From an optimization exercise on the open Yosys and OpenROAD flow, aimed at small area, a short achievable clock period and few clock cycles per item; shortcuts taken in it are not production practice.
Where RTL was checked, it was by simulation tests only, not by an equivalence proof against the original.

==> v30 <==
// mac_accumulator_coprocessor_top
module mac_accumulator_coprocessor_top #(
    parameter int OUT_DEPTH = macc_pkg::OUT_DEPTH_DEF
) (
    input  logic                clk,
    input  logic                rst_n,
    input  logic                push,
    output logic                full,
    input  logic [145:0]        in_word,
    output logic                empty,
    input  logic                pop,
    output logic [40:0]         out_word
);
==> module macc_fifo, before the edit <==
module macc_fifo #(
    parameter int WIDTH = 41,
    parameter int DEPTH = 4
) (
    input  logic             clk,
    input  logic             rst_n,
    input  logic             push,
    input  logic [WIDTH-1:0] wr_data,
    output logic             empty,
    input  logic             pop,
    output logic [WIDTH-1:0] rd_data
);
    localparam int BD    = DEPTH - 1;
    localparam int PTR_W = (BD > 1) ? $clog2(BD) : 1;
    logic [WIDTH-1:0] head_reg;
    logic             head_valid_reg, empty_reg;
    logic [WIDTH-1:0] mem_reg [BD];
    logic [BD:1]      level_reg;             
    logic [PTR_W-1:0] wr_ptr_reg, rd_ptr_reg;
    logic             waiting, head_take, buf_push, buf_pop;
    logic [BD:1]      level_up, level_down, level_pop, level_hold;
    logic             head_valid_pop, head_valid_hold;
    assign empty    = empty_reg;
    assign rd_data  = head_reg;
    assign waiting  = level_reg[1];
    assign head_take = !head_valid_reg || pop;
    assign buf_pop   = head_take && waiting;
    assign buf_push  = push && (waiting || !head_take);
    assign level_up   = {level_reg[BD-1:1], 1'b1};
    assign level_down = {1'b0, level_reg[BD:2]};
    assign level_pop  = (waiting && !push) ? level_down : level_reg;
    assign level_hold = (head_valid_reg && push) ? level_up : level_reg;
    assign head_valid_pop  = waiting || push;
    assign head_valid_hold = head_valid_reg || push;
    always_ff @(posedge clk or negedge rst_n)
    begin
        if (!rst_n)
        begin
            head_valid_reg <= 1'b0;
            empty_reg      <= 1'b1;
            level_reg      <= '0;
            wr_ptr_reg     <= '0;
            rd_ptr_reg     <= '0;
        end
        else
        begin
            head_valid_reg <= pop ? head_valid_pop : head_valid_hold;
            empty_reg      <= !(pop ? head_valid_pop : head_valid_hold);
            level_reg      <= pop ? level_pop : level_hold;
            if (buf_push)
                wr_ptr_reg <= (wr_ptr_reg == PTR_W'(BD - 1)) ? '0 : wr_ptr_reg + 1'b1;
            if (buf_pop)
                rd_ptr_reg <= (rd_ptr_reg == PTR_W'(BD - 1)) ? '0 : rd_ptr_reg + 1'b1;
        end
    end
    always_ff @(posedge clk)
    begin
        if (head_take)
            head_reg <= waiting ? mem_reg[rd_ptr_reg] : wr_data;
        if (push)
            mem_reg[wr_ptr_reg] <= wr_data;
    end
endmodule
==> module mac_accumulator_coprocessor_top, before the edit <==
module mac_accumulator_coprocessor_top #(
    parameter int OUT_DEPTH = macc_pkg::OUT_DEPTH_DEF
) (
    input  logic                clk,
    input  logic                rst_n,
    input  logic                push,
    output logic                full,
    input  logic [145:0]        in_word,
    output logic                empty,
    input  logic                pop,
    output logic [40:0]         out_word
);
    logic [1:0]  f_kind;
    logic        f_full, f_wa31, f_g1, f_g2;
    logic [31:0] f_a, f_b;
    logic [15:0] f_alg;
    logic [7:0]  f_ahg, f_whg;
    logic             take;
    logic             res_push;
    logic [40:0]      res;
    logic [OUT_DEPTH:1] out_lvl_reg, out_up, out_down, out_taken, out_kept;
    logic               popped;
    macc_front u_front (
        .in_word (in_word),
        .kind    (f_kind),
        .full    (f_full),
        .a       (f_a),
        .b       (f_b),
        .alg     (f_alg),
        .ahg     (f_ahg),
        .whg     (f_whg),
        .wa31    (f_wa31),
        .g1      (f_g1),
        .g2      (f_g2)
    );
    assign take = push && !out_lvl_reg[OUT_DEPTH];
    assign full = out_lvl_reg[OUT_DEPTH];
    macc_back u_back (
        .clk      (clk),
        .rst_n    (rst_n),
        .in_valid (take),
        .in_kind  (f_kind),
        .in_full  (f_full),
        .in_a     (f_a),
        .in_b     (f_b),
        .in_alg   (f_alg),
        .in_ahg   (f_ahg),
        .in_whg   (f_whg),
        .in_wa31  (f_wa31),
        .in_g1    (f_g1),
        .in_g2    (f_g2),
        .res_push (res_push),
        .res      (res)
    );
    macc_fifo #(
        .WIDTH  (41),
        .DEPTH  (OUT_DEPTH)
    ) u_out_q (
        .clk     (clk),
        .rst_n   (rst_n),
        .push    (res_push),
        .wr_data (res),
        .empty   (empty),
        .pop     (pop),
        .rd_data (out_word)
    );
    assign popped    = pop && !empty;
    assign out_up    = {out_lvl_reg[OUT_DEPTH-1:1], 1'b1};
    assign out_down  = {1'b0, out_lvl_reg[OUT_DEPTH:2]};
    assign out_taken = take ? out_up : out_lvl_reg;
    assign out_kept  = take ? out_lvl_reg : out_down;
    always_ff @(posedge clk or negedge rst_n)
    begin
        if (!rst_n)
            out_lvl_reg <= '0;
        else
            out_lvl_reg <= popped ? out_kept : out_taken;
    end
endmodule
==> flow/config.mk <==
export PLATFORM = sky130hd
export DESIGN_NAME = mac_accumulator_coprocessor_top
export DESIGN_NICKNAME = mac_accumulator_coprocessor_top
export VERILOG_FILES = /design/flow/design.v
export SDC_FILE = /design/flow/constraint.sdc
export NUM_CORES = 4
export LEC_CHECK = 0
export CAP_MARGIN = 20
export CORE_MARGIN = 2
export CORE_UTILIZATION = 60
export SLEW_MARGIN = 20
export SYNTH_HIERARCHICAL = 1
==> flow/constraint.sdc <==
create_clock -name core_clock -period 10.0 [get_ports {clk}]
set_input_delay 2.0000 -clock core_clock [delete_from_list [all_inputs] [get_ports {clk}]]
set_output_delay 2.0000 -clock core_clock [all_outputs]
set_load 0.01 [all_outputs]
standard.sh (not shown) runs the stock make flow with config.mk's settings and CLKGATE_MAP_FILE= SYNTH_SCRIPT=/design/flow/synth_recipe.tcl, a recipe that flattens the netlist after the stock synthesis.
==> flow/flow/run.sh <==
#!/bin/bash
# Standard layout (standard synthesis included), with timing repair asked to
# keep a setup margin, so that it works on the clock period the design
# achieves rather than stopping at the 10 ns constraint.
set -euo pipefail
bash standard.sh SETUP_SLACK_MARGIN=6.8 finish > make_finish.log 2>&1
==> v7 (differences from v30) <==
--- a/flow/design.v
+++ b/flow/design.v
@@ -26,41 +26,37 @@
 );
     localparam int BD    = DEPTH - 1;
     localparam int PTR_W = (BD > 1) ? $clog2(BD) : 1;
+    localparam int CNT_W = $clog2(BD + 1);
     logic [WIDTH-1:0] head_reg;
-    logic             head_valid_reg, empty_reg;
+    logic             head_valid_reg;
     logic [WIDTH-1:0] mem_reg [BD];
-    logic [BD:1]      level_reg;             
+    logic [CNT_W-1:0] count_reg;
+    logic             waiting_reg;           
     logic [PTR_W-1:0] wr_ptr_reg, rd_ptr_reg;
-    logic             waiting, head_take, buf_push, buf_pop;
-    logic [BD:1]      level_up, level_down, level_pop, level_hold;
-    logic             head_valid_pop, head_valid_hold;
-    assign empty    = empty_reg;
-    assign rd_data  = head_reg;
-    assign waiting  = level_reg[1];
-    assign head_take = !head_valid_reg || pop;
-    assign buf_pop   = head_take && waiting;
-    assign buf_push  = push && (waiting || !head_take);
-    assign level_up   = {level_reg[BD-1:1], 1'b1};
-    assign level_down = {1'b0, level_reg[BD:2]};
-    assign level_pop  = (waiting && !push) ? level_down : level_reg;
-    assign level_hold = (head_valid_reg && push) ? level_up : level_reg;
-    assign head_valid_pop  = waiting || push;
-    assign head_valid_hold = head_valid_reg || push;
+    logic             head_take, buf_push, buf_pop;
+    logic [CNT_W-1:0] count_next;
+    assign empty   = !head_valid_reg;
+    assign rd_data = head_reg;
+    assign head_take  = !head_valid_reg || pop;
+    assign buf_pop    = head_take && waiting_reg;
+    assign buf_push   = push && !(head_take && !waiting_reg);
+    assign count_next = count_reg + CNT_W'(buf_push) - CNT_W'(buf_pop);
     always_ff @(posedge clk or negedge rst_n)
     begin
         if (!rst_n)
         begin
             head_valid_reg <= 1'b0;
-            empty_reg      <= 1'b1;
-            level_reg      <= '0;
+            count_reg      <= '0;
+            waiting_reg    <= 1'b0;
             wr_ptr_reg     <= '0;
             rd_ptr_reg     <= '0;
         end
         else
         begin
-            head_valid_reg <= pop ? head_valid_pop : head_valid_hold;
-            empty_reg      <= !(pop ? head_valid_pop : head_valid_hold);
-            level_reg      <= pop ? level_pop : level_hold;
+            if (head_take)
+                head_valid_reg <= waiting_reg || push;
+            count_reg   <= count_next;
+            waiting_reg <= (count_next != '0);
             if (buf_push)
                 wr_ptr_reg <= (wr_ptr_reg == PTR_W'(BD - 1)) ? '0 : wr_ptr_reg + 1'b1;
             if (buf_pop)
@@ -70,7 +66,7 @@
     always_ff @(posedge clk)
     begin
         if (head_take)
-            head_reg <= waiting ? mem_reg[rd_ptr_reg] : wr_data;
+            head_reg <= waiting_reg ? mem_reg[rd_ptr_reg] : wr_data;
         if (push)
             mem_reg[wr_ptr_reg] <= wr_data;
     end
@@ -4646,6 +4642,7 @@
     input  logic                pop,
     output logic [40:0]         out_word
 );
+    localparam int CNT_W = $clog2(OUT_DEPTH + 1);
     logic [1:0]  f_kind;
     logic        f_full, f_wa31, f_g1, f_g2;
     logic [31:0] f_a, f_b;
@@ -4654,8 +4651,9 @@
     logic             take;
     logic             res_push;
     logic [40:0]      res;
-    logic [OUT_DEPTH:1] out_lvl_reg, out_up, out_down, out_taken, out_kept;
-    logic               popped;
+    logic [CNT_W-1:0] out_cnt_reg, out_cnt_next;
+    logic             full_reg;
+    logic             popped;
     macc_front u_front (
         .in_word (in_word),
         .kind    (f_kind),
@@ -4669,8 +4667,8 @@
         .g1      (f_g1),
         .g2      (f_g2)
     );
-    assign take = push && !out_lvl_reg[OUT_DEPTH];
-    assign full = out_lvl_reg[OUT_DEPTH];
+    assign take = push && !full_reg;
+    assign full = full_reg;
     macc_back u_back (
         .clk      (clk),
         .rst_n    (rst_n),
@@ -4700,16 +4698,20 @@
         .pop     (pop),
         .rd_data (out_word)
     );
-    assign popped    = pop && !empty;
-    assign out_up    = {out_lvl_reg[OUT_DEPTH-1:1], 1'b1};
-    assign out_down  = {1'b0, out_lvl_reg[OUT_DEPTH:2]};
-    assign out_taken = take ? out_up : out_lvl_reg;
-    assign out_kept  = take ? out_lvl_reg : out_down;
+    assign popped       = pop && !empty;
+    assign out_cnt_next = out_cnt_reg + CNT_W'(take) - CNT_W'(popped);
     always_ff @(posedge clk or negedge rst_n)
     begin
         if (!rst_n)
-            out_lvl_reg <= '0;
+        begin
+            out_cnt_reg <= '0;
+            full_reg    <= 1'b0;
+        end
         else
-            out_lvl_reg <= popped ? out_kept : out_taken;
+        begin
+            out_cnt_reg <= out_cnt_next;
+            full_reg    <= !popped && ((out_cnt_reg == CNT_W'(OUT_DEPTH))
+                                       || ((out_cnt_reg == CNT_W'(OUT_DEPTH - 1)) && take));
+        end
     end
 endmodule
Settings changed: CORE_UTILIZATION 60 to 55.
==> results.sh <==
export IMPL_design_area_um2=49570
export IMPL_place_ws_ns=5.792
export IMPL_finalCriticalPeriod_ns=3.262
export IMPL_dp_cells=4569
export IMPL_cp_slowest_stage_delay_ns=0.54
export IMPL_n_sequential_cell=629
export IMPL_switching_power_uw=4845
export IMPL_ctsResizeCount=391
export IMPL_cp_required_ns=8.00
export IMPL_post_synth_num_cell_types=79
export IMPL_clock_power_uw=2590
export IMPL_status="no timing/DRC/antenna violations"
export IMPL_clock_buffers=97
export IMPL_routedWlPerCell_um=28.30
export IMPL_n_all_buffers=375
export IMPL_nonClockInverterCount=192
export IMPL_drive_above_1_share_pct=15.30
export IMPL_post_cts_buffers=76
export IMPL_seq_share_pct=30.11
export IMPL_synth_area_leaders="fa_1 (38%), dfxtp_1 (18%), edfxtp_1 (12%), nand2_1 (7.6%), dfrtp_1 (5.5%)"
export IMPL_syn_inst=3640
export IMPL_ys_seq_area_share_pct=34.65
That was v30.
==> results.sh <==
export IMPL_status="no timing/DRC/antenna violations"
export IMPL_ctsResizeCount=399
export IMPL_design_area_um2=49800
export IMPL_clock_power_uw=2680
export IMPL_switching_power_uw=4824
export IMPL_post_synth_num_cell_types=76
export IMPL_cp_required_ns=10.59
export IMPL_nonClockInverterCount=156
export IMPL_post_cts_buffers=48
export IMPL_drive_above_1_share_pct=15.20
export IMPL_routedWlPerCell_um=28.58
export IMPL_seq_share_pct=29.83
That was v7.
Testbench counts of v7, summed over its fixed seeds: cycles 24,024, items 24,000.
For v30, only the layout was checked, not whether the RTL still works.

what the ideal ports hide:
Ports are ideal in the flow. The routed layouts listed here were re-timed in OpenROAD. Step 1 (the two cells are an assumption about what drives the block):
set clk [get_ports {clk}]
set_driving_cell -lib_cell sky130_fd_sc_hd__clkbuf_16 $clk
set_driving_cell -lib_cell sky130_fd_sc_hd__buf_2 [delete_from_list [all_inputs] $clk]
Step 2 adds t to the input delays and takes it off the output delays; t is the mean of the earliest and latest rising clock arrival at the registers after step 1. Input paths then give back, and output paths get back, about the clock's delay inside the block. a / b / c = ideal / step 1 / step 2; a / b = the first two.
run | t, ns | slack for setup (ns) | worst setup path at the end | worst register clock-pin slew, ns | cell pins on the clock port's net
v30 | 0.686 | 6.738 / 6.665 / 6.212 | input to register | 0.07 / 0.07 | 1
v7 | 0.698 | 6.770 / 6.748 / 6.173 | input to register | 0.07 / 0.07 | 1
After both steps every run listed still meets setup and hold. The setup slack of v7, which loses most, moves by -0.022 ns with the drivers and by -0.597 ns with both steps.
